From an optimization exercise on the open Yosys and OpenROAD flow, aimed at small area, a short achievable clock period and few clock cycles per item; shortcuts taken in it are not production practice. Only simulation tests tie the RTL to the original design; equivalence was not proved. The clock port is modelled as an ideal driver; clocking choices that lean on that would not hold on a real chip.

<file path="flow/design.v">
`timescale 1ns/1ps
module invSbox
(
    input  logic [7:0] inByte,
    input  logic [7:0] keyByte,
    output logic [7:0] outByte
);
    logic [3:0] ah, al, s, d, lam;
    logic [8:0] p, q, r, fdi;
    assign ah = inByte[7:4];
    assign al = inByte[3:0];
    assign s  = ah ^ al;
    assign p[0] = ah[3] & al[3];
    assign p[1] = ah[2] & al[2];
    assign p[2] = (ah[3] ^ ah[2]) & (al[3] ^ al[2]);
    assign p[3] = ah[1] & al[1];
    assign p[4] = ah[0] & al[0];
    assign p[5] = (ah[1] ^ ah[0]) & (al[1] ^ al[0]);
    assign p[6] = (ah[3] ^ ah[1]) & (al[3] ^ al[1]);
    assign p[7] = (ah[2] ^ ah[0]) & (al[2] ^ al[0]);
    assign p[8] = ((ah[3] ^ ah[2]) ^ (ah[1] ^ ah[0])) & ((al[3] ^ al[2]) ^ (al[1] ^ al[0]));
    logic x8, x9, x10, x11, x12, x13, x14, x15, x16;
    assign x8 = inByte[1] ^ inByte[2];
    assign x9 = inByte[4] ^ inByte[6];
    assign x10 = x8 ^ x9;
    assign x11 = inByte[3] ^ inByte[5];
    assign x12 = inByte[0] ^ x10;
    assign x13 = inByte[7] ^ x11;
    assign x14 = x10 ^ x13;
    assign x15 = inByte[2] ^ x11;
    assign x16 = inByte[3] ^ inByte[4];
    assign lam[0] = x12;
    assign lam[1] = x14;
    assign lam[2] = x15;
    assign lam[3] = x16;
    logic y13, y14, y15, y16, y17, y18, y19, y20, y21, y22, y23, y24, y25, y26;
    assign y13 = p[0] ^ p[4];
    assign y14 = p[4] ^ p[7];
    assign y15 = p[2] ^ p[3];
    assign y16 = lam[0] ^ y13;
    assign y17 = y15 ^ y16;
    assign y18 = p[1] ^ p[5];
    assign y19 = lam[1] ^ y13;
    assign y20 = y18 ^ y19;
    assign y21 = p[3] ^ p[6];
    assign y22 = lam[2] ^ y14;
    assign y23 = y21 ^ y22;
    assign y24 = p[5] ^ p[8];
    assign y25 = lam[3] ^ y14;
    assign y26 = y24 ^ y25;
    assign d[0] = y17;
    assign d[1] = y20;
    assign d[2] = y23;
    assign d[3] = y26;
    always_comb
    begin
        case (d)
            4'd0: fdi = 9'b000000000;
            4'd1: fdi = 9'b110110000;
            4'd2: fdi = 9'b011011000;
            4'd3: fdi = 9'b101101000;
            4'd4: fdi = 9'b000101101;
            4'd5: fdi = 9'b101000101;
            4'd6: fdi = 9'b110101011;
            4'd7: fdi = 9'b101110011;
            4'd8: fdi = 9'b000110110;
            4'd9: fdi = 9'b110011101;
            4'd10: fdi = 9'b110000110;
            4'd11: fdi = 9'b011110101;
            4'd12: fdi = 9'b000011011;
            4'd13: fdi = 9'b101011110;
            4'd14: fdi = 9'b011101110;
            4'd15: fdi = 9'b011000011;
            default: fdi = 9'b0;
        endcase
    end
    assign q[0] = ah[3] & fdi[0];
    assign r[0] = s[3] & fdi[0];
    assign q[1] = ah[2] & fdi[1];
    assign r[1] = s[2] & fdi[1];
    assign q[2] = (ah[3] ^ ah[2]) & fdi[2];
    assign r[2] = (s[3] ^ s[2]) & fdi[2];
    assign q[3] = ah[1] & fdi[3];
    assign r[3] = s[1] & fdi[3];
    assign q[4] = ah[0] & fdi[4];
    assign r[4] = s[0] & fdi[4];
    assign q[5] = (ah[1] ^ ah[0]) & fdi[5];
    assign r[5] = (s[1] ^ s[0]) & fdi[5];
    assign q[6] = (ah[3] ^ ah[1]) & fdi[6];
    assign r[6] = (s[3] ^ s[1]) & fdi[6];
    assign q[7] = (ah[2] ^ ah[0]) & fdi[7];
    assign r[7] = (s[2] ^ s[0]) & fdi[7];
    assign q[8] = ((ah[3] ^ ah[2]) ^ (ah[1] ^ ah[0])) & fdi[8];
    assign r[8] = ((s[3] ^ s[2]) ^ (s[1] ^ s[0])) & fdi[8];
    logic z26, z27, z28, z29, z30, z31, z32, z33, z34, z35, z36, z37, z38, z39, z40, z41, z42, z43, z44, z45, z46, z47, z48, z49, z50, z51, z52, z53, z54, z55, z56, z57, z58, z59, z60, z61, z62, z63, z64, z65, z66;
    assign z26 = r[0] ^ r[1];
    assign z27 = q[4] ^ q[5];
    assign z28 = r[3] ^ z27;
    assign z29 = r[8] ^ z26;
    assign z30 = q[7] ^ q[8];
    assign z31 = r[5] ^ z28;
    assign z32 = q[0] ^ q[2];
    assign z33 = r[4] ^ r[6];
    assign z34 = q[0] ^ q[1];
    assign z35 = q[3] ^ r[7];
    assign z36 = z29 ^ z32;
    assign z37 = r[1] ^ r[2];
    assign z38 = keyByte[0] ^ z30;
    assign z39 = z37 ^ z38;
    assign z40 = z31 ^ z39;
    assign z41 = q[6] ^ q[7];
    assign z42 = keyByte[1] ^ z32;
    assign z43 = z41 ^ z42;
    assign z44 = r[3] ^ keyByte[2];
    assign z45 = z33 ^ z44;
    assign z46 = z29 ^ z45;
    assign z47 = keyByte[3] ^ z33;
    assign z48 = z34 ^ z28;
    assign z49 = z29 ^ z47;
    assign z50 = z48 ^ z49;
    assign z51 = r[6] ^ r[7];
    assign z52 = keyByte[4] ^ z26;
    assign z53 = z34 ^ z51;
    assign z54 = z52 ^ z53;
    assign z55 = z31 ^ z54;
    assign z56 = q[5] ^ keyByte[5];
    assign z57 = z30 ^ z35;
    assign z58 = z56 ^ z57;
    assign z59 = z36 ^ z58;
    assign z60 = r[6] ^ r[8];
    assign z61 = keyByte[6] ^ z30;
    assign z62 = z60 ^ z61;
    assign z63 = z31 ^ z62;
    assign z64 = q[4] ^ keyByte[7];
    assign z65 = z35 ^ z64;
    assign z66 = z65 ^ z36;
    assign outByte[0] = z40;
    assign outByte[1] = z43;
    assign outByte[2] = z46;
    assign outByte[3] = z50;
    assign outByte[4] = z55;
    assign outByte[5] = z59;
    assign outByte[6] = z63;
    assign outByte[7] = z66;
endmodule
`timescale 1ns/1ps
module invMixColumns
(
    input  logic [31:0] inCol,
    input  logic        flip,
    output logic [31:0] outCol
);
    logic l33, l34, l35, l36, l37, l38, l39, l40, l41, l42, l43, l44, l45, l46, l47, l48, l49, l50, l51, l52, l53, l54, l55, l56, l57, l58, l59, l60, l61, l62, l63, l64, l65, l66, l67, l68, l69, l70, l71, l72, l73, l74, l75, l76, l77, l78, l79, l80, l81, l82, l83, l84, l85, l86, l87, l88, l89, l90, l91, l92, l93, l94, l95, l96, l97, l98, l99, l100, l101, l102, l103, l104, l105, l106, l107, l108, l109, l110, l111, l112, l113, l114, l115, l116, l117, l118, l119, l120, l121, l122, l123, l124, l125, l126, l127, l128, l129, l130, l131, l132, l133, l134, l135, l136, l137, l138, l139, l140, l141, l142, l143, l144, l145, l146, l147, l148, l149, l150, l151, l152, l153, l154, l155, l156, l157, l158, l159, l160, l161, l162, l163, l164, l165, l166, l167, l168, l169, l170, l171, l172, l173, l174, l175, l176, l177, l178, l179, l180, l181, l182, l183, l184, l185, l186, l187, l188, l189, l190, l191, l192, l193, l194, l195, l196, l197, l198, l199, l200, l201, l202, l203, l204, l205, l206, l207, l208, l209, l210, l211, l212, l213, l214, l215, l216, l217, l218, l219, l220, l221, l222, l223, l224, l225, l226, l227, l228, l229, l230, l231, l232, l233, l234, l235, l236, l237, l238, l239, l240, l241, l242, l243, l244, l245, l246, l247;
    assign l33 = inCol[3] ^ inCol[7];
    assign l34 = inCol[19] ^ inCol[23];
    assign l35 = inCol[27] ^ inCol[31];
    assign l36 = inCol[11] ^ inCol[15];
    assign l37 = inCol[12] ^ inCol[28];
    assign l38 = l33 ^ l34;
    assign l39 = inCol[4] ^ inCol[20];
    assign l40 = l35 ^ l36;
    assign l41 = inCol[6] ^ flip;
    assign l42 = inCol[0] ^ inCol[17];
    assign l43 = inCol[1] ^ inCol[16];
    assign l44 = inCol[14] ^ inCol[22];
    assign l45 = inCol[9] ^ inCol[24];
    assign l46 = inCol[8] ^ inCol[25];
    assign l47 = l37 ^ l41;
    assign l48 = inCol[2] ^ inCol[26];
    assign l49 = inCol[18] ^ l43;
    assign l50 = inCol[5] ^ inCol[30];
    assign l51 = inCol[10] ^ l33;
    assign l52 = inCol[10] ^ l38;
    assign l53 = inCol[30] ^ l44;
    assign l54 = inCol[22] ^ l34;
    assign l55 = l38 ^ l40;
    assign l56 = l39 ^ l40;
    assign l57 = inCol[25] ^ l42;
    assign l58 = l35 ^ l48;
    assign l59 = inCol[15] ^ inCol[21];
    assign l60 = inCol[23] ^ inCol[31];
    assign l61 = inCol[26] ^ l45;
    assign l62 = inCol[18] ^ inCol[28];
    assign l63 = inCol[7] ^ l42;
    assign l64 = inCol[13] ^ inCol[14];
    assign l65 = inCol[1] ^ l46;
    assign l66 = l45 ^ l56;
    assign l67 = inCol[7] ^ l39;
    assign l68 = inCol[4] ^ inCol[26];
    assign l69 = inCol[29] ^ inCol[30];
    assign l70 = inCol[2] ^ l46;
    assign l71 = inCol[11] ^ inCol[20];
    assign l72 = l43 ^ l47;
    assign l73 = l53 ^ l72;
    assign l74 = inCol[3] ^ inCol[12];
    assign l75 = inCol[9] ^ inCol[29];
    assign l76 = l39 ^ l50;
    assign l77 = l47 ^ l60;
    assign l78 = inCol[0] ^ inCol[16];
    assign l79 = inCol[20] ^ inCol[31];
    assign l80 = inCol[5] ^ l37;
    assign l81 = inCol[27] ^ l36;
    assign l82 = l41 ^ l53;
    assign l83 = inCol[8] ^ inCol[24];
    assign l84 = inCol[13] ^ inCol[22];
    assign l85 = inCol[6] ^ inCol[15];
    assign l86 = inCol[23] ^ l69;
    assign l87 = inCol[18] ^ inCol[21];
    assign l88 = inCol[2] ^ inCol[6];
    assign l89 = inCol[13] ^ inCol[19];
    assign l90 = l36 ^ l89;
    assign l91 = inCol[12] ^ inCol[14];
    assign l92 = l49 ^ l51;
    assign l93 = inCol[24] ^ l71;
    assign l94 = l57 ^ l93;
    assign l95 = l52 ^ l94;
    assign l96 = l73 ^ l95;
    assign l97 = l74 ^ l75;
    assign l98 = l49 ^ l54;
    assign l99 = l58 ^ l97;
    assign l100 = l98 ^ l99;
    assign l101 = l59 ^ l76;
    assign l102 = l77 ^ l101;
    assign l103 = inCol[28] ^ inCol[29];
    assign l104 = l78 ^ l79;
    assign l105 = l103 ^ l54;
    assign l106 = l61 ^ l104;
    assign l107 = l105 ^ l106;
    assign l108 = inCol[29] ^ flip;
    assign l109 = l44 ^ l108;
    assign l110 = l76 ^ l109;
    assign l111 = l55 ^ l110;
    assign l112 = inCol[7] ^ inCol[27];
    assign l113 = inCol[30] ^ l46;
    assign l114 = l59 ^ l62;
    assign l115 = l112 ^ l54;
    assign l116 = l113 ^ l114;
    assign l117 = l115 ^ l116;
    assign l118 = inCol[1] ^ l34;
    assign l119 = l48 ^ l40;
    assign l120 = l63 ^ l118;
    assign l121 = l119 ^ l120;
    assign l122 = inCol[17] ^ l64;
    assign l123 = l49 ^ l61;
    assign l124 = l80 ^ l81;
    assign l125 = l122 ^ l52;
    assign l126 = l123 ^ l124;
    assign l127 = l125 ^ l126;
    assign l128 = inCol[0] ^ inCol[19];
    assign l129 = l62 ^ l128;
    assign l130 = l65 ^ l129;
    assign l131 = l82 ^ l130;
    assign l132 = l66 ^ l131;
    assign l133 = inCol[17] ^ l45;
    assign l134 = l50 ^ l71;
    assign l135 = l51 ^ l58;
    assign l136 = l133 ^ l134;
    assign l137 = l135 ^ l136;
    assign l138 = inCol[29] ^ l64;
    assign l139 = l67 ^ l138;
    assign l140 = l77 ^ l139;
    assign l141 = inCol[2] ^ inCol[4];
    assign l142 = inCol[28] ^ l35;
    assign l143 = l50 ^ l83;
    assign l144 = l141 ^ l63;
    assign l145 = l142 ^ l143;
    assign l146 = l144 ^ l145;
    assign l147 = l50 ^ l84;
    assign l148 = l47 ^ l147;
    assign l149 = l55 ^ l148;
    assign l150 = inCol[3] ^ l35;
    assign l151 = l43 ^ l68;
    assign l152 = l85 ^ l86;
    assign l153 = l150 ^ l151;
    assign l154 = l152 ^ l153;
    assign l155 = inCol[9] ^ inCol[15];
    assign l156 = l35 ^ l155;
    assign l157 = l70 ^ l156;
    assign l158 = l52 ^ l157;
    assign l159 = inCol[3] ^ inCol[13];
    assign l160 = l48 ^ l87;
    assign l161 = l159 ^ l54;
    assign l162 = l57 ^ l160;
    assign l163 = l161 ^ l162;
    assign l164 = l66 ^ l163;
    assign l165 = inCol[8] ^ inCol[9];
    assign l166 = inCol[27] ^ l42;
    assign l167 = l68 ^ l165;
    assign l168 = l38 ^ l166;
    assign l169 = l167 ^ l168;
    assign l170 = l73 ^ l169;
    assign l171 = l62 ^ l88;
    assign l172 = l51 ^ l57;
    assign l173 = l90 ^ l171;
    assign l174 = l172 ^ l173;
    assign l175 = inCol[31] ^ flip;
    assign l176 = l44 ^ l59;
    assign l177 = l175 ^ l67;
    assign l178 = l80 ^ l176;
    assign l179 = l177 ^ l178;
    assign l180 = inCol[4] ^ inCol[12];
    assign l181 = inCol[13] ^ l46;
    assign l182 = l78 ^ l85;
    assign l183 = l180 ^ l51;
    assign l184 = l181 ^ l182;
    assign l185 = l183 ^ l184;
    assign l186 = inCol[21] ^ inCol[30];
    assign l187 = l39 ^ l41;
    assign l188 = l64 ^ l186;
    assign l189 = l187 ^ l188;
    assign l190 = l55 ^ l189;
    assign l191 = inCol[5] ^ inCol[11];
    assign l192 = l33 ^ l45;
    assign l193 = l60 ^ l88;
    assign l194 = l91 ^ l191;
    assign l195 = l192 ^ l193;
    assign l196 = l194 ^ l195;
    assign l197 = inCol[17] ^ inCol[23];
    assign l198 = l197 ^ l40;
    assign l199 = l92 ^ l198;
    assign l200 = inCol[11] ^ inCol[21];
    assign l201 = l37 ^ l42;
    assign l202 = l69 ^ l200;
    assign l203 = l58 ^ l65;
    assign l204 = l201 ^ l202;
    assign l205 = l52 ^ l203;
    assign l206 = l204 ^ l205;
    assign l207 = inCol[16] ^ inCol[17];
    assign l208 = l74 ^ l207;
    assign l209 = l70 ^ l208;
    assign l210 = l82 ^ l209;
    assign l211 = l66 ^ l210;
    assign l212 = inCol[10] ^ inCol[14];
    assign l213 = l34 ^ l68;
    assign l214 = l87 ^ l212;
    assign l215 = l65 ^ l81;
    assign l216 = l213 ^ l214;
    assign l217 = l215 ^ l216;
    assign l218 = inCol[15] ^ flip;
    assign l219 = l37 ^ l84;
    assign l220 = l218 ^ l67;
    assign l221 = l86 ^ l219;
    assign l222 = l220 ^ l221;
    assign l223 = inCol[20] ^ inCol[21];
    assign l224 = inCol[23] ^ l36;
    assign l225 = l83 ^ l91;
    assign l226 = l223 ^ l49;
    assign l227 = l224 ^ l225;
    assign l228 = l226 ^ l227;
    assign l229 = inCol[21] ^ inCol[29];
    assign l230 = l44 ^ l229;
    assign l231 = l47 ^ l230;
    assign l232 = l55 ^ l231;
    assign l233 = inCol[10] ^ l44;
    assign l234 = l79 ^ l63;
    assign l235 = l90 ^ l233;
    assign l236 = l234 ^ l235;
    assign l237 = inCol[18] ^ inCol[25];
    assign l238 = inCol[31] ^ l36;
    assign l239 = l237 ^ l38;
    assign l240 = l61 ^ l238;
    assign l241 = l239 ^ l240;
    assign l242 = inCol[5] ^ inCol[6];
    assign l243 = inCol[19] ^ l75;
    assign l244 = l242 ^ l70;
    assign l245 = l243 ^ l56;
    assign l246 = l92 ^ l244;
    assign l247 = l245 ^ l246;
    assign outCol[0] = l96;
    assign outCol[1] = ~(l100);
    assign outCol[2] = l102;
    assign outCol[3] = l107;
    assign outCol[4] = ~(l111);
    assign outCol[5] = ~(l117);
    assign outCol[6] = ~(l121);
    assign outCol[7] = l127;
    assign outCol[8] = l132;
    assign outCol[9] = ~(l137);
    assign outCol[10] = l140;
    assign outCol[11] = l146;
    assign outCol[12] = ~(l149);
    assign outCol[13] = ~(l154);
    assign outCol[14] = ~(l158);
    assign outCol[15] = l164;
    assign outCol[16] = l170;
    assign outCol[17] = ~(l174);
    assign outCol[18] = l179;
    assign outCol[19] = l185;
    assign outCol[20] = ~(l190);
    assign outCol[21] = ~(l196);
    assign outCol[22] = ~(l199);
    assign outCol[23] = l206;
    assign outCol[24] = l211;
    assign outCol[25] = ~(l217);
    assign outCol[26] = l222;
    assign outCol[27] = l228;
    assign outCol[28] = ~(l232);
    assign outCol[29] = ~(l236);
    assign outCol[30] = ~(l241);
    assign outCol[31] = l247;
endmodule
module mixColumns
(
    input  logic [31:0] inCol,
    output logic [31:0] outCol
);
    logic m33, m34, m35, m36, m37, m38, m39, m40, m41, m42, m43, m44, m45, m46, m47, m48, m49, m50, m51, m52, m53, m54, m55, m56, m57, m58, m59, m60, m61, m62, m63, m64, m65, m66, m67, m68, m69, m70, m71, m72, m73, m74, m75, m76, m77, m78, m79, m80, m81, m82, m83, m84, m85, m86, m87, m88, m89, m90, m91, m92, m93, m94, m95, m96, m97, m98, m99, m100, m101, m102, m103, m104, m105, m106, m107, m108, m109, m110, m111, m112, m113, m114, m115, m116, m117, m118, m119, m120, m121, m122, m123, m124, m125, m126, m127, m128, m129, m130, m131, m132, m133, m134, m135, m136, m137, m138, m139, m140;
    assign m33 = inCol[7] ^ inCol[31];
    assign m34 = inCol[15] ^ inCol[23];
    assign m35 = inCol[7] ^ inCol[15];
    assign m36 = inCol[23] ^ inCol[31];
    assign m37 = inCol[8] ^ inCol[16];
    assign m38 = inCol[0] ^ inCol[24];
    assign m39 = inCol[9] ^ inCol[17];
    assign m40 = inCol[1] ^ inCol[25];
    assign m41 = inCol[10] ^ inCol[18];
    assign m42 = inCol[2] ^ inCol[26];
    assign m43 = inCol[11] ^ inCol[19];
    assign m44 = inCol[3] ^ inCol[27];
    assign m45 = inCol[12] ^ inCol[20];
    assign m46 = inCol[4] ^ inCol[28];
    assign m47 = inCol[13] ^ inCol[21];
    assign m48 = inCol[5] ^ inCol[29];
    assign m49 = inCol[14] ^ inCol[22];
    assign m50 = inCol[6] ^ inCol[30];
    assign m51 = inCol[24] ^ m33;
    assign m52 = m37 ^ m51;
    assign m53 = inCol[25] ^ m33;
    assign m54 = m38 ^ m39;
    assign m55 = m53 ^ m54;
    assign m56 = inCol[26] ^ m40;
    assign m57 = m41 ^ m56;
    assign m58 = inCol[27] ^ m33;
    assign m59 = m42 ^ m43;
    assign m60 = m58 ^ m59;
    assign m61 = inCol[28] ^ m33;
    assign m62 = m44 ^ m45;
    assign m63 = m61 ^ m62;
    assign m64 = inCol[29] ^ m46;
    assign m65 = m47 ^ m64;
    assign m66 = inCol[30] ^ m48;
    assign m67 = m49 ^ m66;
    assign m68 = inCol[31] ^ m34;
    assign m69 = m50 ^ m68;
    assign m70 = inCol[16] ^ m35;
    assign m71 = m38 ^ m70;
    assign m72 = inCol[0] ^ inCol[8];
    assign m73 = inCol[17] ^ m35;
    assign m74 = m40 ^ m72;
    assign m75 = m73 ^ m74;
    assign m76 = inCol[1] ^ inCol[9];
    assign m77 = inCol[18] ^ m42;
    assign m78 = m76 ^ m77;
    assign m79 = inCol[2] ^ inCol[10];
    assign m80 = inCol[19] ^ m35;
    assign m81 = m44 ^ m79;
    assign m82 = m80 ^ m81;
    assign m83 = inCol[3] ^ inCol[11];
    assign m84 = inCol[20] ^ m35;
    assign m85 = m46 ^ m83;
    assign m86 = m84 ^ m85;
    assign m87 = inCol[4] ^ inCol[12];
    assign m88 = inCol[21] ^ m48;
    assign m89 = m87 ^ m88;
    assign m90 = inCol[5] ^ inCol[13];
    assign m91 = inCol[22] ^ m50;
    assign m92 = m90 ^ m91;
    assign m93 = inCol[6] ^ inCol[14];
    assign m94 = inCol[23] ^ m33;
    assign m95 = m93 ^ m94;
    assign m96 = inCol[8] ^ m34;
    assign m97 = m38 ^ m96;
    assign m98 = inCol[9] ^ m34;
    assign m99 = m37 ^ m40;
    assign m100 = m98 ^ m99;
    assign m101 = inCol[10] ^ m39;
    assign m102 = m42 ^ m101;
    assign m103 = inCol[11] ^ m34;
    assign m104 = m41 ^ m44;
    assign m105 = m103 ^ m104;
    assign m106 = inCol[12] ^ m34;
    assign m107 = m43 ^ m46;
    assign m108 = m106 ^ m107;
    assign m109 = inCol[13] ^ m45;
    assign m110 = m48 ^ m109;
    assign m111 = inCol[14] ^ m47;
    assign m112 = m50 ^ m111;
    assign m113 = inCol[15] ^ m33;
    assign m114 = m49 ^ m113;
    assign m115 = inCol[0] ^ m36;
    assign m116 = m37 ^ m115;
    assign m117 = inCol[1] ^ inCol[16];
    assign m118 = inCol[24] ^ m36;
    assign m119 = m39 ^ m117;
    assign m120 = m118 ^ m119;
    assign m121 = inCol[2] ^ inCol[17];
    assign m122 = inCol[25] ^ m41;
    assign m123 = m121 ^ m122;
    assign m124 = inCol[3] ^ inCol[18];
    assign m125 = inCol[26] ^ m36;
    assign m126 = m43 ^ m124;
    assign m127 = m125 ^ m126;
    assign m128 = inCol[4] ^ inCol[19];
    assign m129 = inCol[27] ^ m36;
    assign m130 = m45 ^ m128;
    assign m131 = m129 ^ m130;
    assign m132 = inCol[5] ^ inCol[20];
    assign m133 = inCol[28] ^ m47;
    assign m134 = m132 ^ m133;
    assign m135 = inCol[6] ^ inCol[21];
    assign m136 = inCol[29] ^ m49;
    assign m137 = m135 ^ m136;
    assign m138 = inCol[7] ^ inCol[22];
    assign m139 = inCol[30] ^ m34;
    assign m140 = m138 ^ m139;
    assign outCol[0] = m52;
    assign outCol[1] = m55;
    assign outCol[2] = m57;
    assign outCol[3] = m60;
    assign outCol[4] = m63;
    assign outCol[5] = m65;
    assign outCol[6] = m67;
    assign outCol[7] = m69;
    assign outCol[8] = m71;
    assign outCol[9] = m75;
    assign outCol[10] = m78;
    assign outCol[11] = m82;
    assign outCol[12] = m86;
    assign outCol[13] = m89;
    assign outCol[14] = m92;
    assign outCol[15] = m95;
    assign outCol[16] = m97;
    assign outCol[17] = m100;
    assign outCol[18] = m102;
    assign outCol[19] = m105;
    assign outCol[20] = m108;
    assign outCol[21] = m110;
    assign outCol[22] = m112;
    assign outCol[23] = m114;
    assign outCol[24] = m116;
    assign outCol[25] = m120;
    assign outCol[26] = m123;
    assign outCol[27] = m127;
    assign outCol[28] = m131;
    assign outCol[29] = m134;
    assign outCol[30] = m137;
    assign outCol[31] = m140;
endmodule
`timescale 1ns/1ps
module invRoundDatapath
(
    input  logic [128-1:0] roundState,
    input  logic [128-1:0] roundKey,
    input  logic  stateFlip,
    output logic [128-1:0] nextState
);
    logic [128-1:0] mixed;
    for (genvar c = 0; c < 4; c++)
    begin : genMixCol
        invMixColumns invMixColumns_i
        (
            .inCol  (roundState[127-32*c -: 32]),
            .flip   (stateFlip),
            .outCol (mixed[127-32*c -: 32])
        );
    end
    for (genvar c = 0; c < 4; c++)
    begin : genSboxCol
        for (genvar r = 0; r < 4; r++)
        begin : genSboxRow
            invSbox invSbox_i
            (
                .inByte  (mixed[127-32*((c+4-r)%4)-8*r -: 8]),
                .keyByte (roundKey[127-32*c-8*r -: 8]),
                .outByte (nextState[127-32*c-8*r -: 8])
            );
        end
    end
endmodule
`timescale 1ns/1ps
module roundKeyStore
(
    input  logic     clk,
    input  logic     busy,
    input  logic     busyN,
    input  logic [1408-1:0]   expandedKey,
    output logic [128-1:0]    roundKey
);
    logic [128-1:0] keySlot [0:10-1];
    function automatic logic [128-1:0] keyOf(input logic [1408-1:0] sched, input int r);
        keyOf = {sched[32*(4*r) +: 32], sched[32*(4*r+1) +: 32],
                 sched[32*(4*r+2) +: 32], sched[32*(4*r+3) +: 32]};
    endfunction
    always_ff @(posedge clk)
    begin
        for (int i = 0; i < 10-1; i++)
            keySlot[i] <= ~(({128{busyN}} | keySlot[i+1]) &
                            ({128{busy}} | keyOf(expandedKey, 10-1-i)));
        keySlot[10-1] <= keyOf(expandedKey, 0);
    end
    assign roundKey = keySlot[0];
endmodule
`timescale 1ns/1ps
module aesDecryptCtrl
(
    input  logic     clk,
    input  logic     rstN,
    input  logic     inValid,
    input  logic [128-1:0]    cipherText,
    input  logic [128-1:0]    whitenKey,
    input  logic [128-1:0]    nextState,
    output logic     busy,
    output logic     busyN,
    output logic [128-1:0]    roundState,
    output logic     stateFlip,
    output logic     outValid
);
    logic [3:0] roundsLeft;
    logic       finalRound;
    logic [128-1:0] whitened;
    logic [128-1:0] whitenedMixed;
    assign finalRound = (roundsLeft == 4'd0);
    assign stateFlip  = roundsLeft[0];
    always_ff @(posedge clk)
    begin
        if (!rstN)
        begin
            busy     <= 1'b0;
            busyN    <= 1'b1;
            outValid <= 1'b0;
        end
        else
        begin
            outValid <= busy && finalRound;
            if (!busy)
            begin
                busy  <= inValid;
                busyN <= !inValid;
            end
            else if (finalRound)
            begin
                busy  <= 1'b0;
                busyN <= 1'b1;
            end
        end
    end
    always_ff @(posedge clk)
    begin
        if (!busy)
            roundsLeft <= 4'(10 - 1);
        else
            roundsLeft <= roundsLeft - 4'd1;
    end
    assign whitened = cipherText ^ whitenKey;
    for (genvar c = 0; c < 4; c++)
    begin : genWhitenCol
        mixColumns mixColumns_i
        (
            .inCol  (whitened[127-32*c -: 32]),
            .outCol (whitenedMixed[127-32*c -: 32])
        );
    end
    always_ff @(posedge clk)
        roundState <= ~(({128{busyN}} | nextState) &
                        ({128{busy}} | whitenedMixed));
endmodule
`timescale 1ns/1ps
module aesDecryptTop
(
    input  logic   clk,
    input  logic   rstN,
    input  logic   inValid,
    input  logic [128-1:0]  cipherText,
    input  logic [1408-1:0] expandedKey,
    output logic   outValid,
    output logic [128-1:0]  plainText
);
    logic     busy;
    logic     busyN;
    logic     stateFlip;
    logic [128-1:0]    roundKey;
    logic [128-1:0]    roundState;
    logic [128-1:0]    nextState;
    aesDecryptCtrl aesDecryptCtrl_i
    (
        .clk        (clk),
        .rstN       (rstN),
        .inValid    (inValid),
        .cipherText (cipherText),
        .whitenKey  ({expandedKey[32*40 +: 32], expandedKey[32*41 +: 32],
                      expandedKey[32*42 +: 32], expandedKey[32*43 +: 32]}),
        .nextState  (nextState),
        .busy       (busy),
        .busyN      (busyN),
        .roundState (roundState),
        .stateFlip  (stateFlip),
        .outValid   (outValid)
    );
    roundKeyStore roundKeyStore_i
    (
        .clk         (clk),
        .busy        (busy),
        .busyN       (busyN),
        .expandedKey (expandedKey),
        .roundKey    (roundKey)
    );
    invRoundDatapath invRoundDatapath_i
    (
        .roundState (roundState),
        .roundKey   (roundKey),
        .stateFlip  (stateFlip),
        .nextState  (nextState)
    );
    assign plainText = roundState;
endmodule
</file>
<file path="flow/config.mk">
export PLATFORM = sky130hd
export DESIGN_NAME = aesDecryptTop
export DESIGN_NICKNAME = aesDecryptTop
export VERILOG_FILES = /design/flow/design.v
export SDC_FILE = /design/flow/constraint.sdc
export NUM_CORES = 8
export LEC_CHECK = 0
export CAP_MARGIN = 20
export CORE_AREA = 4 4 376 376
export DIE_AREA = 0 0 380 380
export SLEW_MARGIN = 20
</file>
<file path="flow/constraint.sdc">
create_clock -name core_clock -period 21.0 [get_ports {clk}]
set_input_delay 4.2000 -clock core_clock [delete_from_list [all_inputs] [get_ports {clk}]]
set_output_delay 4.2000 -clock core_clock [all_outputs]
set_load 0.01 [all_outputs]
</file>
<file path="flow/flow/run.sh">
#!/bin/bash
# The standard layout (standard.sh), with:
#  - synthesis by synth_recipe.tcl, but ABC mapping with an area-oriented script
#    (abc -script replaced; flip-flops are mapped before ABC, so unchanged);
#  - buf_1 port buffers, pins one track apart;
#  - timing repair aiming below the 21 ns period (SETUP_SLACK_MARGIN);
#  - a clock tree of clkbuf_16 without dummy loads;
#  - if the routed layout has antenna violations, placement and routing are
#    redone once or twice with a slightly different placement density.
# Each run of standard.sh logs to standard_flow_N.log; ORFS keeps each step's
# log under orfs/logs/.
set -uo pipefail
W=$PWD
MARGIN="15.3"
CTSBUF="sky130_fd_sc_hd__clkbuf_16"
CTSEXTRA="-sink_clustering_size 20 -sink_clustering_max_diameter 100"
DENSITY="0.60"
EXTRA=""
cp flow/map.abc $W/map.abc
cat > $W/my_synth.tcl <<EOT
proc abc {args} {
  set i [lsearch -exact \$args -script]
  if {\$i >= 0} { lset args [expr {\$i+1}] $W/map.abc }
  yosys abc {*}\$args
}
source $W/synth_recipe.tcl
EOT
run_flow() {
  bash standard.sh \
    SYNTH_SCRIPT=$W/my_synth.tcl \
    BUFFER_PORTS_ARGS="-buffer_cell sky130_fd_sc_hd__buf_1" \
    PLACE_PINS_ARGS="-min_distance 1 -min_distance_in_tracks" \
    SETUP_SLACK_MARGIN=$MARGIN \
    CTS_ARGS="-sink_clustering_enable -repair_clock_nets -dont_use_dummy_load -buf_list {$CTSBUF} $CTSEXTRA" \
    $EXTRA "$@"
}
antennas() {
  local odb=$W/orfs/results/sky130hd/aesDecryptTop/base/6_final.odb
  [[ -f $odb ]] || { echo 1; return; }
  printf 'read_db %s\nputs "ANTENNAS [check_antennas]"\n' "$odb" > $W/antennas.tcl
  openroad -no_init -exit $W/antennas.tcl > $W/antennas_check.log 2>&1
  grep -o 'ANTENNAS [0-9]*' $W/antennas_check.log | awk '{print $2}' | tail -1
}
run_flow PLACE_DENSITY=$DENSITY finish > standard_flow_0.log 2>&1
for try in 1 2; do
  n=$(antennas)
  echo "antenna check after try $((try-1)): ${n:-unknown}" >> flow_retries.log
  [[ "$n" == "0" ]] && break
  bash standard.sh clean_place clean_cts clean_route clean_finish > standard_clean_$try.log 2>&1
  d=$(python3 -c "print(f'{$DENSITY + 0.01*$try:.2f}')")
  run_flow PLACE_DENSITY=$d finish > standard_flow_$try.log 2>&1
done
</file>
<file path="flow/standard.sh">
#!/bin/bash
# synth_recipe.tcl (not shown) runs the flow's synth.tcl, then flattens the netlist and writes it again
# the make line also repeats each setting of config.mk as NAME=value (left out here)
make -C /OpenROAD-flow-scripts/flow DESIGN_CONFIG=/design/flow/config.mk WORK_HOME=/design/flow/orfs CLKGATE_MAP_FILE= SYNTH_SCRIPT=/design/flow/synth_recipe.tcl "${@:-finish}"
</file>
<file path="flow/flow/map.abc">
&get -n; &st; &dch; &nf -R 1000; &put
</file>
==> flow_metrics.py, run 1 <==
metrics = {
    "timing": {
        "min_period_ps": 5717,
        "finalSetupViolCount": 0,
        "tightest_slew_ps": 1236,
        "final.setup.tns_ps": 0,
        "slew_headroom": 0.1763,
        "setup_ws_ps": 15280,
        "fmax_mhz": 174.9,
        "finalCritPeriodShare": 0.2722,
        "finalClockSkew_ps": 84.25,
        "drv_slew": 0,
        "hold_viol": 0,
        "rsz0062_at_grt": "yes",
    },
    "finish": {
        "multi_input_area_um2": 41270,
        "nets": 10130,
        "final.fill_count": 12330,
        "area_growth_pct": 23.88,
        "drive_gt1_frac": 0.09053,
        "stdcell_area_um2": 82390,
        "final_util": 0.5992,
        "regArea_um2": 28540,
    },
    "placed_design": {
        "place_congestion": 0.9522,
        "pre_cts_ws_ps": 13890,
        "numPortBuffers": 1667,
        "place_area_um2": 75420,
        "dp_hpwl_um": 185700,
    },
    "die": {
        "core-area_um2": 137500,
        "ioPinCount": 1668,
        "start_util": 0.4837,
        "dieArea_um2": 144400,
        "num_rows": 136,
        "die_w_um": 380,
        "fp.dieH_um": 380,
    },
    "setup_path": {
        "r2r_setup_slack_ps": 15540,
        "cp_num_cells": 6,
        "crit_slowest_cell": "xnor2_1",
        "critPathCaptureType": "flop",
        "start_kind": "input port",
        "required_ps": 21510,
        "arrival_ps": 6230,
        "r2r_cells": 21,
        "endpoint": "aesDecryptCtrl_i.roundState[7]",
        "startpoint": "cipherText[23]",
        "crit_chain": "buf_1 > xnor2_1 > xnor2_1 > xnor2_1 > xnor2_1 > o22ai_1",
        "crit_top_cell": "xnor2_1",
        "crit_type": "in2reg",
        "max_stage_delay_ps": 690,
        "timing.rr.end": "aesDecryptCtrl_i.roundState[104]",
        "crit_family": "XOR/XNOR gates",
        "cp_max_fo": 6,
        "r2r-start": "aesDecryptCtrl_i.roundState[59]",
        "path_buf_inv": 1,
    },
    "logic_synthesis": {
        "postSynthAreaPerCell_um2": 10.13,
        "syn-num-nets": 8220,
        "yosys.area.top_type": "dfxtp_1",
        "yosysSeqAreaShare": 0.4259,
        "synth-edff-count": 0,
        "synth_warnings": 4,
        "syn_area_um2": 66510,
        "async_reset_ff_frac": 0,
        "ys_seq_elements": 1415,
        "synth_cell_types": 51,
        "synthDominantCellAreaShare": 0.4259,
        "netlist_instances": 6566,
        "synth.area.top_cells": "dfxtp_1 43%, xnor2_1 26%, o22ai_1 12%",
        "synth_top_flop_cell": "dfxtp_1",
    },
    "clocking": {
        "cts_inserted_buffers": 85,
        "clock-root-buffer": "clkbuf_16",
        "htreeDepth": 3,
        "tritoncts": "built",
        "clk_path_buf_depth": 3,
        "holdBufCountCts": 0,
        "insertion_delay_ps": 740,
        "path_clk_slew_ps": 80,
        "cts_sinks": 1415,
    },
    "hold_path": {
        "hp-start": "roundKeyStore_i.keySlot[3][45]",
        "hold_path_class": "reg2reg",
    },
    "route": {
        "routedWlPerCell_um": 22.69,
        "drt_iter0_markers": 3419,
        "wl_um": 235500,
        "antenna_left": 0,
        "route.detailed.drc": 0,
        "dr_total_vias": 55520,
        "drtPass1Iterations": 5,
        "vias_per_cell": 5.349,
    },
    "run_status": {
        "status": "complete, no violations",
    },
    "global_routing": {
        "grtUsageMet2": 0.4832,
        "overflow": 0,
        "grt_max_degree": 241,
        "grt_use_total": 0.3067,
        "grt_pass1_wl_um": 342200,
        "grt_util_met1": 0.3757,
        "grt_pass1_vias": 55480,
        "grt_antenna_before_repair": 140,
        "top_usage_layer": "met2",
        "gr-usage-met3": 0.09738,
    },
    "job": {
        "drv_cap": 0,
    },
}
-- cell families (layout without fill, tap and decap cells) --
| kind of cell | after synthesis | in the layout | share of synthesized area |
|---|---|---|---|
| simple gates | 696 | 696 | 0.04485 |
| flops | 1415 | 1415 | 0.4259 |
| xor+xnor | 2700 | 2700 | 0.3562 |
| buf+inv | 79 | 1985 | 0.004458 |
| other cells | 0 | 112 | 0 |
| mux | 7 | 7 | 0.001298 |
| compound gates | 1554 | 1554 | 0.1457 |
| fa+ha+maj | 115 | 115 | 0.02163 |
-- cell type report --
type                            instances  share of cell area
Sequential cell                      1415              0.3464
Tap cell                             1794             0.02724
Inverter                               79            0.003645
Timing Repair Buffer                 1821             0.09258
Antenna cell                          112            0.003402
Clock buffer                           85             0.02582
Multi-Input combinational cell       5072              0.5009
-- worst register-to-register path, stage by stage, from the launching register on --
cell and delay [ps]:
dfxtp_2 470, xor2_4 310, xor2_4 300, xnor2_2 160
xor2_2 170, buf_4 170, xnor2_4 320, ha_1 280
xor2_1 270, xnor2_1 170, xnor2_2 160, buf_4 160
ha_1 300, nand2b_1 200, o21ai_0 110, a21oi_1 250
nand2_1 140, xor2_1 210, xnor2_1 260, xnor2_1 200
xnor2_1 480, o22ai_1 150
-- flip-flops by register name, indices dropped and copies added (netlist names) --
signal / flops
aesDecryptCtrl_i.busyN: 1
aesDecryptCtrl_i.roundState: 128
aesDecryptCtrl_i.outValid: 1
aesDecryptCtrl_i.busy: 1
aesDecryptCtrl_i.roundsLeft: 4
roundKeyStore_i.keySlot: 1280
-- Yosys cell counts, types with 27 or more instances --
master,n
o22ai_1,1290
clkinv_1,79
a21oi_1,96
nand2_1,246
nor2b_1,35
xor2_1,695
dfxtp_1,1415
o21ai_0,72
ha_1,115
nor2_1,293
xnor2_1,2002
and2_0,27
nand2b_1,60
-- worst min-delay path by stage --
stage	end	slack, ps	cells after the start
floorplan	roundKeyStore_i.keySlot[1][107]	400	1
global placement	roundKeyStore_i.keySlot[5][53]	400	1
detailed placement	roundKeyStore_i.keySlot[1][29]	400	1
CTS	roundKeyStore_i.keySlot[2][45]	380	1
global route	roundKeyStore_i.keySlot[2][102]	380	1
finish	roundKeyStore_i.keySlot[2][45]	380	1
-- metal layers --
layer / share of wire / wire, um / vias up
met2: 0.46 / 107400 / 2210
met1: 0.40 / 94740 / 25940
met4: 0.054 / 12790 / 64
met3: 0.086 / 20200 / 605
li1: - / - / 26700
met5: 0.0017 / 407 / -
-- repair_timing --
action,CTS,global route
resized for setup,425,206
pin swaps,17,48
cloned,0,0
endpoints found under the setup margin,229,188
setup buffers,26,87
-- metrics by stage --
step	hold slack, ps	cells
2_1_floorplan	398.9	6566
3_3_place_gp	400.2	10070
3_5_place_dp	404.6	10070
4_1_cts	381.2	10180
5_1_grt	382.8	10360
6_report	378.0	10380
-- layout by cell type, fill, tap and decap left out, types with 4 or more instances in the layout --
master     instances
buf_4            152
a21o_1             9
o211ai_1          10
a31oi_1            7
nand2b_1          60
dfxtp_2           91
inv_2              7
buf_1           1607
xor2_2            56
o32a_1             5
nand3_1           10
nor3_1            10
xnor2_1         1753
a22oi_1            6
and2_0            27
ha_1             115
o32ai_1            4
nor2_1           290
dfxtp_1         1298
o21a_1             7
or2_0             10
a21oi_1           96
xor2_4            34
buf_12             8
a21boi_0           5
dfxtp_4           26
xnor2_2          209
buf_2             48
o22ai_1         1290
o21ai_0           72
clkbuf_16         85
diode_2          112
a211oi_1          10
nor2b_1           35
nand2_1          246
xnor2_4           40
o22a_1             6
xor2_1           605
clkinv_1          71
Testbench counts, summed over its fixed seeds: cycles 5,640, items 512.
==> run 2: changes to the inputs <==
--- a/flow/flow/run.sh
+++ b/flow/flow/run.sh
@@ -11,7 +11,7 @@
 # log under orfs/logs/.
 set -uo pipefail
 W=$PWD
-MARGIN="15.3"
+MARGIN="15.4"
 CTSBUF="sky130_fd_sc_hd__clkbuf_16"
 CTSEXTRA="-sink_clustering_size 20 -sink_clustering_max_diameter 100"
 DENSITY="0.60"
==> run 2 against run 1 <==
Effect of this change: still clean on timing, DRC and antenna; sequential share of layout area shrank 0.30 points; maximum frequency is 1.3% higher; die area unchanged; critical path type unchanged.
==> flow_metrics.py, run 2 <==
metrics = {
    "run_status": {
        "status": "complete, no violations",
    },
    "timing": {
        "fmax_mhz": 177.2,
        "finalSetupViolCount": 0,
        "hold_slack_ps": 379.1,
        "setup_ws_ps": 15360,
        "finalClockSkew_ps": 83.38,
        "finalCritPeriodShare": 0.2688,
        "tightest_slew_ps": 1152,
        "drv_slew": 0,
        "slew_headroom": 0.2323,
        "rsz0062_at_grt": "yes",
        "final.setup.tns_ps": 0,
        "hold_viol": 0,
        "min_period_ps": 5644,
    },
    "logic_synthesis": {
        "syn_area_um2": 66510,
        "synthXorXnorAreaFrac": 0.3562,
        "netlist_instances": 6566,
        "synth_cell_types": 51,
        "synth_top_family_by_area": "XOR/XNOR gates",
        "postSynthAreaPerCell_um2": 10.13,
        "muxShareOfSynthArea": 0.001298,
        "synth_top_flop_cell": "dfxtp_1",
        "synthDominantCellAreaShare": 0.4259,
        "syn-num-nets": 8220,
        "yosys.area.top_type": "dfxtp_1",
        "synth_warnings": 4,
        "synthAdderAreaFrac": 0.02163,
        "yosysMostFrequentCell": "xnor2_1",
        "ys_seq_elements": 1415,
        "ys_top_cells_by_count": "2002 x xnor2_1, 1415 x dfxtp_1, 1290 x o22ai_1, 695 x xor2_1, 293 x nor2_1",
        "synth-edff-count": 0,
        "synth_compound_area_frac": 0.1457,
        "yosysSeqAreaShare": 0.4259,
        "synthSimpleGateAreaFrac": 0.04485,
        "synth.area.top_cells": "dfxtp_1 43%, xnor2_1 26%, o22ai_1 12%",
        "async_reset_ff_frac": 0,
    },
    "job": {
        "drv_cap": 0,
    },
    "die": {
        "die_w_um": 380,
        "ioPinCount": 1668,
        "num_rows": 136,
        "fp.dieH_um": 380,
        "core-area_um2": 137500,
        "dieArea_um2": 144400,
        "start_util": 0.4837,
    },
    "finish": {
        "largest-register": "roundKeyStore_i.keySlot",
        "nets": 10200,
        "layout_common_cells": "1735 x xnor2_1, 1571 x buf_1, 1290 x o22ai_1",
        "area_growth_pct": 25.69,
        "largestRegisters": "roundKeyStore_i.keySlot (1280), aesDecryptCtrl_i.roundState (128), aesDecryptCtrl_i.roundsLeft (4)",
        "final_common_cell": "xnor2_1",
        "largest_reg_flops": 1280,
        "final_util": 0.6080,
        "drive_gt1_frac": 0.1072,
    },
    "placed_design": {
        "numPortBuffers": 1667,
        "pre_cts_ws_ps": 13890,
        "dp_hpwl_um": 185700,
        "place_congestion": 0.9522,
    },
    "clocking": {
        "tritoncts": "built",
        "cts_sinks": 1415,
        "path_clk_slew_ps": 80,
        "clock-root-buffer": "clkbuf_16",
        "insertion_delay_ps": 740,
        "holdBufCountCts": 0,
        "clk_path_buf_depth": 3,
        "cts_inserted_buffers": 85,
        "htreeDepth": 3,
    },
    "route": {
        "vias_per_cell": 5.349,
        "drt_iter0_markers": 3433,
        "route.detailed.drc": 0,
        "antenna_left": 0,
        "wl_um": 237100,
        "routedWlPerCell_um": 22.70,
        "drtPass1Iterations": 5,
        "dr_total_vias": 55870,
    },
    "setup_path": {
        "startpoint": "expandedKey[1381]",
        "required_ps": 21510,
        "critPathCaptureType": "flop",
        "cp_max_fo": 3,
        "crit_type": "in2reg",
        "arrival_ps": 6160,
        "start_kind": "input port",
        "r2r-start": "aesDecryptCtrl_i.roundState[35]",
    },
    "hold_path": {
        "hp-start": "roundKeyStore_i.keySlot[3][45]",
        "hold_path_class": "reg2reg",
    },
    "global_routing": {
        "overflow": 0,
        "grt_antenna_before_repair": 139,
        "grt_pass1_wl_um": 344200,
        "grt_max_degree": 241,
        "grt_pass1_vias": 55830,
        "grt_use_total": 0.3083,
    },
}
run 2: cell types whose count changed in the layout (fill, tap and decap cells not counted), moves of 11 or more:
cell,delta
buf_4,+90
dfxtp_4,+60
dfxtp_2,-47
buf_1,-36
xnor2_1,-18
dfxtp_1,-13
xor2_2,+12
xnor2_4,+11
run 2: per-stage QoR:
step,cell area (um^2),std cells
2_1_floorplan,66520,6566
4_1_cts,80840,10220
3_3_place_gp,75380,10070
3_5_place_dp,75420,10070
5_1_grt,83560,10430
6_report,83600,10450
run 2: cell families (layout without fill, tap and decap cells):
logic type,count (synthesis),after routing
xor+xnor,2700,2701
buf+inv,79,2055
mux,7,7
other cells,0,109
fa+ha+maj,115,115
compound gates,1554,1554
flops,1415,1415
simple gates,696,696
run 2: critical path, cell delays in order:
cell	delay, ps
buf_1	80
xnor2_1	790
xnor2_1	310
xor2_1	230
xnor2_1	380
o22ai_1	160
run 2: final cells by class:
type / count / area (um^2)
Inverter: 79 / 297.8
Clock buffer: 85 / 2127
Fill cell: 12190 / 53890
Tap cell: 1794 / 2245
Multi-Input combinational cell: 5073 / 41600
Antenna cell: 109 / 272.8
Sequential cell: 1415 / 28710
Timing Repair Buffer: 1891 / 8349
run 2: repair_timing:
item | 4_1_cts | 5_1_grt
pin swaps | 29 | 58
gates resized for setup | 595 | 215
cloned | 0 | 1
buffers inserted | 71 | 112
setup endpoints to repair | 255 | 289
run 2: worst paths after layout:
kind                                     endpoint  slack (ps)  cells after the start
hold reg to reg    roundKeyStore_i.keySlot[2][45]         380                      1
setup / recovery   aesDecryptCtrl_i.roundState[6]       15360                      6
hold / removal     roundKeyStore_i.keySlot[2][45]         380                      1
setup reg to reg  aesDecryptCtrl_i.roundState[19]       15560                     20
run 2: layer usage:
metal | GRT usage | share of wire | vias to the layer above
met5 | 0 | 0.0017 | -
met4 | 0.1629 | 0.056 | 64
met3 | 0.09738 | 0.087 | 613
met2 | 0.4863 | 0.45 | 2208
met1 | 0.3773 | 0.40 | 26170
li1 | - | - | 26820
==> run 3: changes to the inputs <==
--- a/flow/flow/run.sh
+++ b/flow/flow/run.sh
@@ -11,7 +11,7 @@
 # log under orfs/logs/.
 set -uo pipefail
 W=$PWD
-MARGIN="15.4"
+MARGIN="15.3"
 CTSBUF="sky130_fd_sc_hd__clkbuf_16"
 CTSEXTRA="-sink_clustering_size 20 -sink_clustering_max_diameter 100"
 DENSITY="0.60"
==> flow/flow/map.abc (replaced) <==
&get -n; &st; &dch; &nf -R 20; &put
==> run 3 against run 2 <==
Effect of this change: area after synthesis is 1.2% higher; synthesized cell count down 0.52%; routed wire length shrank 1.7%; hold slack got worse by 3.7 ps; non-clock buffer count decreased by 106.
==> flow_metrics.py, run 3 <==
metrics = {
    "run_status": {
        "status": "complete, no violations",
    },
    "timing": {
        "finalClockSkew_ps": 103.5,
        "final.setup.tns_ps": 0,
        "hold_viol": 0,
        "finalSetupViolCount": 0,
        "setup_ws_ps": 15260,
        "rsz0062_at_grt": "yes",
        "finalCritPeriodShare": 0.2732,
        "tightest_slew_ps": 1124,
        "fmax_mhz": 174.3,
        "min_period_ps": 5738,
        "drv_slew": 0,
        "slew_headroom": 0.2504,
    },
    "clocking": {
        "tritoncts": "built",
        "path_clk_slew_ps": 90,
        "htreeDepth": 3,
        "holdBufCountCts": 0,
        "cts_inserted_buffers": 84,
        "insertion_delay_ps": 730,
        "clk_path_buf_depth": 3,
        "clock-root-buffer": "clkbuf_16",
        "cts_sinks": 1415,
    },
    "setup_path": {
        "endpoint": "plainText[78]",
        "start_kind": "flop",
        "crit_type": "reg2out",
        "critPathCaptureType": "primary output",
        "r2r_cells": 21,
        "path_buf_inv": 1,
        "cp_num_cells": 1,
        "r2r-start": "aesDecryptCtrl_i.roundState[95]",
        "startpoint": "aesDecryptCtrl_i.roundState[78]",
        "required_ps": 16800,
        "r2r_setup_slack_ps": 15490,
        "max_stage_delay_ps": 580,
        "crit_family": "flip-flops",
        "cp_max_fo": 5,
        "crit_slowest_cell": "dfxtp_1",
        "timing.rr.end": "aesDecryptCtrl_i.roundState[99]",
        "crit_chain": "buf_2",
        "arrival_ps": 1540,
    },
    "placed_design": {
        "pre_cts_ws_ps": 14140,
        "dp_hpwl_um": 182600,
        "place_congestion": 0.9670,
        "place_area_um2": 76110,
        "numPortBuffers": 1667,
    },
    "global_routing": {
        "grt_max_degree": 251,
        "grt_use_total": 0.3033,
        "overflow": 0,
        "grt_pass1_vias": 55260,
        "grt_pass1_wl_um": 339900,
        "grt_antenna_before_repair": 101,
    },
    "logic_synthesis": {
        "synthDominantCellAreaShare": 0.4209,
        "synth_top_flop_cell": "dfxtp_1",
        "ys_top_cells_by_count": "1924 x xnor2_1, 1415 x dfxtp_1, 1290 x o22ai_1, 652 x xor2_1, 286 x nor2_1",
        "ys_seq_elements": 1415,
        "syn-num-nets": 8186,
        "synthSimpleGateAreaFrac": 0.04677,
        "netlist_instances": 6532,
        "synth_top_family_by_area": "XOR/XNOR gates",
        "synthXorXnorAreaFrac": 0.3605,
        "synth_warnings": 4,
        "yosysMostFrequentCell": "xnor2_1",
        "muxShareOfSynthArea": 0.002844,
        "synth_compound_area_frac": 0.1427,
        "synth-edff-count": 0,
        "async_reset_ff_frac": 0,
        "postSynthAreaPerCell_um2": 10.30,
        "yosysSeqAreaShare": 0.4209,
        "synth.area.top_cells": "dfxtp_1 42%, xnor2_1 25%, o22ai_1 12%",
        "yosys.area.top_type": "dfxtp_1",
        "synthAdderAreaFrac": 0.02138,
        "synth_cell_types": 55,
        "syn_area_um2": 67300,
    },
    "die": {
        "start_util": 0.4895,
        "fp.dieH_um": 380,
        "num_rows": 136,
        "core-area_um2": 137500,
        "die_w_um": 380,
        "dieArea_um2": 144400,
        "ioPinCount": 1668,
    },
    "finish": {
        "final.fill_count": 12300,
        "nets": 10060,
        "area_growth_pct": 22.51,
        "drive_gt1_frac": 0.08487,
        "largest-register": "roundKeyStore_i.keySlot",
        "stdcell_area_um2": 82460,
        "largest_reg_flops": 1280,
        "final_common_cell": "xnor2_1",
        "largestRegisters": "roundKeyStore_i.keySlot (1280), aesDecryptCtrl_i.roundState (128), aesDecryptCtrl_i.roundsLeft (4)",
        "layout_common_cells": "1688 x xnor2_1, 1613 x buf_1, 1293 x dfxtp_1",
    },
    "route": {
        "route.detailed.drc": 0,
        "drt_iter0_markers": 3423,
        "antenna_left": 0,
        "routedWlPerCell_um": 22.72,
        "vias_per_cell": 5.364,
        "wl_um": 233100,
        "drtPass1Iterations": 7,
        "dr_total_vias": 55030,
    },
    "job": {
        "drv_cap": 0,
    },
    "hold_path": {
        "hold_path_class": "reg2reg",
    },
}
run 3: cell count changes in the layout (fill, tap and decap cells not counted), sizes merged, moves of 13 or more:
cell,delta
diode,-46
buf,-104
nor2b,+13
xor2,-43
a21oi,-19
xnor2,-79
xnor3,+62
run 3: what timing repair did:
item,in CTS,in global routing
resized for setup,400,206
setup endpoints to repair,237,143
pin swaps,17,49
gates cloned,0,0
setup buffers,19,67
run 3: through the flow:
step / hold WS [ps] / std cells / utilization
after floorplan: 398.9 / 6532 / -
after global routing: 388.5 / 10250 / 0.5995
final: 375.3 / 10260 / 0.5997
after global placement: 399.4 / 10030 / 0.5535
after detailed placement: 404.6 / 10030 / 0.5536
after CTS: 380.9 / 10130 / 0.5844
run 3: kinds of logic (layout without fill, tap and decap cells):
family,after synthesis,in the layout
buf+inv,88,1957
simple gates,715,715
xor+xnor,2651,2651
fa+ha+maj,115,115
other cells,0,63
compound gates,1532,1532
mux,16,16
flops,1415,1415
run 3: how the worst min path moves through the flow:
stage                                    from                        endpoint  slack [ps]  depth (start not counted)
2_1_floorplan  roundKeyStore_i.keySlot[1][94]  roundKeyStore_i.keySlot[0][94]         400                          1
3_3_place_gp   roundKeyStore_i.keySlot[7][74]  roundKeyStore_i.keySlot[6][74]         400                          1
3_5_place_dp   roundKeyStore_i.keySlot[2][24]  roundKeyStore_i.keySlot[1][24]         400                          1
4_1_cts        roundKeyStore_i.keySlot[3][46]  roundKeyStore_i.keySlot[2][46]         380                          1
5_1_grt        roundKeyStore_i.keySlot[3][46]  roundKeyStore_i.keySlot[2][46]         390                          1
6_report       roundKeyStore_i.keySlot[3][46]  roundKeyStore_i.keySlot[2][46]         380                          1
run 3: worst register-to-register path: stages (launching register included):
cell	delay, ps
dfxtp_2	480
xnor2_4	160
buf_4	200
xor2_2	330
xnor2_4	280
xnor2_4	180
xnor2_1	380
xnor2_1	200
xnor2_1	220
xnor2_1	130
xnor2_2	410
clkinv_1	240
ha_1	270
nand2_1	50
o21ai_0	80
mux2_1	360
nor2_1	290
xnor2_1	230
xor2_1	220
xnor2_1	100
xnor2_1	380
o22ai_1	170
run 3: metal layers:
metal  vias up  wire, um  track usage
met5         -       473            0
li1      26510         -            -
met4        70     14180       0.1632
met1     25780     92840       0.3613
met3       640     18650      0.09409
met2      2022    107000       0.4900
run 3: layout make-up:
class                      count  area (um^2)  area share
clock buffer                  84         2102     0.02549
timing repair buffer        1785         7293     0.08845
antenna                       63        157.7    0.001912
tap                         1794         2245     0.02722
sequential                  1415        28530      0.3460
multi-input combinational   5029        41800      0.5069
inverter                      88        330.3    0.004006
==> run 4: changes to the inputs <==
--- a/flow/flow/run.sh
+++ b/flow/flow/run.sh
@@ -5,6 +5,8 @@
 #  - buf_1 port buffers, pins one track apart;
 #  - timing repair aiming below the 21 ns period (SETUP_SLACK_MARGIN);
 #  - a clock tree of clkbuf_16 without dummy loads;
+#  - the state flip-flops and output buffers one size up before the clock
+#    tree (flow/pre_cts.tcl);
 #  - if the routed layout has antenna violations, placement and routing are
 #    redone once or twice with a slightly different placement density.
 # Each run of standard.sh logs to standard_flow_N.log; ORFS keeps each step's
@@ -31,6 +33,7 @@
     BUFFER_PORTS_ARGS="-buffer_cell sky130_fd_sc_hd__buf_1" \
     PLACE_PINS_ARGS="-min_distance 1 -min_distance_in_tracks" \
     SETUP_SLACK_MARGIN=$MARGIN \
+    PRE_CTS_TCL=$W/flow/pre_cts.tcl \
     CTS_ARGS="-sink_clustering_enable -repair_clock_nets -dont_use_dummy_load -buf_list {$CTSBUF} $CTSEXTRA" \
     $EXTRA "$@"
 }
==> flow/flow/pre_cts.tcl (new file) <==
# the state register drives the plainText outputs: give its flip-flops and
# the output port buffers one size up before the clock tree is built.
set n 0
foreach inst [[ord::get_db_block] getInsts] {
  set nm [$inst getName]
  set m [[$inst getMaster] getName]
  if {[string match "*roundState*" $nm] && $m eq "sky130_fd_sc_hd__dfxtp_1"} {
    replace_cell [get_cells $nm] sky130_fd_sc_hd__dfxtp_2
    incr n
  }
}
puts "resized $n state flip-flops"
set n 0
foreach bt [[ord::get_db_block] getBTerms] {
  if {![string match "plainText*" [$bt getName]]} { continue }
  foreach it [[$bt getNet] getITerms] {
    set inst [$it getInst]
    if {[[$inst getMaster] getName] eq "sky130_fd_sc_hd__buf_1"} {
      replace_cell [get_cells [$inst getName]] sky130_fd_sc_hd__buf_2
      incr n
    }
  }
}
puts "resized $n output buffers"
==> run 4 against run 3 <==
Effect of this change: still clean on timing, DRC and antenna; non-clock buffer count grew 1; cell area grew 0.13%; sequential share of layout area is essentially flat; maximum frequency grew 0.88%; critical path type unchanged.
==> flow_metrics.py, run 4 <==
metrics = {
    "logic_synthesis": {
        "synth_top_flop_cell": "dfxtp_1",
        "synth_warnings": 4,
        "yosysMostFrequentCell": "xnor2_1",
        "synth.area.top_cells": "dfxtp_1 42%, xnor2_1 25%, o22ai_1 12%",
        "async_reset_ff_frac": 0,
        "synth-edff-count": 0,
        "ys_seq_elements": 1415,
        "synth_cell_types": 55,
        "ys_top_cells_by_count": "1924 x xnor2_1, 1415 x dfxtp_1, 1290 x o22ai_1, 652 x xor2_1, 286 x nor2_1",
        "yosysSeqAreaShare": 0.4209,
        "postSynthAreaPerCell_um2": 10.30,
        "yosys.area.top_type": "dfxtp_1",
        "syn_area_um2": 67300,
        "netlist_instances": 6532,
        "syn-num-nets": 8186,
        "synthDominantCellAreaShare": 0.4209,
    },
    "die": {
        "start_util": 0.4895,
        "num_rows": 136,
        "ioPinCount": 1668,
        "core-area_um2": 137500,
        "fp.dieH_um": 380,
        "die_w_um": 380,
        "dieArea_um2": 144400,
    },
    "global_routing": {
        "grt_pass1_wl_um": 339400,
        "grt_max_degree": 251,
        "overflow": 0,
        "grt_antenna_before_repair": 101,
        "grt_pass1_vias": 55100,
        "grt_use_total": 0.3030,
    },
    "setup_path": {
        "r2r_cells": 19,
        "critPathCaptureType": "primary output",
        "start_kind": "flop",
        "cp_max_fo": 6,
        "r2r_setup_slack_ps": 15500,
        "crit_chain": "buf_2",
        "max_stage_delay_ps": 480,
        "path_buf_inv": 1,
        "crit_slowest_cell": "dfxtp_2",
        "r2r-start": "aesDecryptCtrl_i.roundState[87]",
        "required_ps": 16800,
        "crit_family": "flip-flops",
        "arrival_ps": 1490,
        "crit_type": "reg2out",
        "timing.rr.end": "aesDecryptCtrl_i.roundState[99]",
    },
    "timing": {
        "hold_viol": 0,
        "finalClockSkew_ps": 103.4,
        "tightest_slew_ps": 1155,
        "finalSetupViolCount": 0,
        "rsz0062_at_grt": "yes",
        "hold_slack_ps": 372.8,
        "min_period_ps": 5688,
        "final.setup.tns_ps": 0,
        "finalCritPeriodShare": 0.2709,
        "drv_slew": 0,
        "fmax_mhz": 175.8,
        "slew_headroom": 0.2303,
    },
    "finish": {
        "layout_common_cells": "1683 x xnor2_1, 1539 x buf_1, 1290 x o22ai_1",
        "drive_gt1_frac": 0.09533,
        "largest-register": "roundKeyStore_i.keySlot",
        "area_growth_pct": 22.67,
        "largest_reg_flops": 1280,
        "largestRegisters": "roundKeyStore_i.keySlot (1280), aesDecryptCtrl_i.roundState (128), aesDecryptCtrl_i.roundsLeft (4)",
        "instances_no_fill": 10260,
        "final_common_cell": "xnor2_1",
        "nets": 10060,
        "stdcell_area_um2": 82560,
    },
    "placed_design": {
        "dp_hpwl_um": 182600,
        "placed_cells": 10030,
        "place_area_um2": 76110,
        "numPortBuffers": 1667,
        "place_congestion": 0.9670,
    },
    "job": {
        "drv_cap": 0,
    },
    "clocking": {
        "cts_sinks": 1415,
        "insertion_delay_ps": 730,
        "tritoncts": "built",
        "cts_inserted_buffers": 84,
        "path_clk_slew_ps": 80,
    },
    "hold_path": {
        "hp-start": "roundKeyStore_i.keySlot[3][46]",
        "hold_path_class": "reg2reg",
        "holdPathStages": 1,
        "holdPathEnd": "roundKeyStore_i.keySlot[2][46]",
    },
    "route": {
        "wl_um": 232700,
        "routedWlPerCell_um": 22.69,
        "drt_iter0_markers": 3307,
        "antenna_left": 0,
        "vias_per_cell": 5.360,
        "drtPass1Iterations": 7,
        "dr_total_vias": 54980,
        "route.detailed.drc": 0,
    },
    "run_status": {
        "status": "complete, no violations",
    },
}
-- run 4: kinds of logic (layout without fill, tap and decap cells) --
| logic type | Yosys count | in the layout | share of synthesized area |
|---|---|---|---|
| AO/OA/AOI/OAI | 1532 | 1532 | 0.1427 |
| multiplexers | 16 | 16 | 0.002844 |
| XOR/XNOR | 2651 | 2651 | 0.3605 |
| flip-flops | 1415 | 1415 | 0.4209 |
| other | 0 | 61 | 0 |
| adder cells (fa/ha/maj) | 115 | 115 | 0.02138 |
| AND/OR/NAND/NOR | 715 | 715 | 0.04677 |
| buffers and inverters | 88 | 1958 | 0.004908 |
-- run 4: how the worst max path moves through the flow --
stage	slack [ps]	startpoint	cells past startpoint	to
2_1_floorplan	13650	aesDecryptCtrl_i.busy	3	aesDecryptCtrl_i.busyN
3_3_place_gp	14170	aesDecryptCtrl_i.roundState[31]	18	aesDecryptCtrl_i.roundState[32]
3_5_place_dp	14140	aesDecryptCtrl_i.roundState[79]	19	aesDecryptCtrl_i.roundState[11]
4_1_cts	15180	aesDecryptCtrl_i.roundState[89]	19	aesDecryptCtrl_i.roundState[11]
5_1_grt	15220	aesDecryptCtrl_i.roundState[86]	20	aesDecryptCtrl_i.roundState[99]
6_report	15310	aesDecryptCtrl_i.roundState[39]	1	plainText[39]
-- run 4: metrics by stage --
step	setup slack, ps	utilization
4_1_cts	15180	0.5830
2_1_floorplan	13650	-
6_report	15310	0.6005
3_5_place_dp	14140	0.5536
3_3_place_gp	14170	0.5535
5_1_grt	15220	0.6003
-- run 4: cell type report --
class	instances	area, um^2
Fill cell	12300	54930
Multi-Input combinational cell	5029	41800
Inverter	88	330.3
Sequential cell	1415	28530
Timing Repair Buffer	1786	7398
Antenna cell	61	152.6
Clock buffer	84	2102
Tap cell	1794	2245
-- run 4: per-layer routing --
| metal | vias up | wire (um) | part of all wire | GRT usage |
|---|---|---|---|---|
| li1 | 26520 | - | - | - |
| met1 | 25760 | 93090 | 0.40 | 0.3616 |
| met5 | - | 505 | 0.0022 | 0 |
| met2 | 2001 | 107100 | 0.46 | 0.4904 |
| met4 | 74 | 13890 | 0.060 | 0.1610 |
| met3 | 628 | 18090 | 0.078 | 0.09312 |
-- run 4: timing repair --
action / in CTS / in global routing
setup endpoints to repair: 136 / 123
buffers inserted: 7 / 80
resized for setup: 209 / 219
pin swaps: 9 / 54
hold buffers: 0 / 0

## what the ideal ports hide
The results above use ideal ports. As a check the final layouts listed here were re-extracted and re-timed, cells and wires unchanged. Step 1: set_driving_cell puts a clkbuf_16 on clk and a buf_2 on each other input, an assumption about the parent block. Step 2 moves the port delays by t, midway between the first and last clock arrival at a register: inputs arrive t later, outputs are due t later. That takes back most of the time a late clock gives input paths. Three values: ideal ports, drivers, drivers and shift; two values: the first two.
run | shift t [ns] | slack for setup (ns) | latest minus earliest clock arrival (ns)
run 1 | 0.777 | 15.283 / 15.219 / 14.560 | 0.089 / 0.089
run 2 | 0.776 | 15.356 / 15.309 / 14.633 | 0.089 / 0.089
run 3 | 0.766 | 15.262 / 15.176 / 14.703 | 0.118 / 0.117
run 4 | 0.769 | 15.312 / 15.227 / 14.672 | 0.117 / 0.117
After both steps every run listed still meets setup and hold.
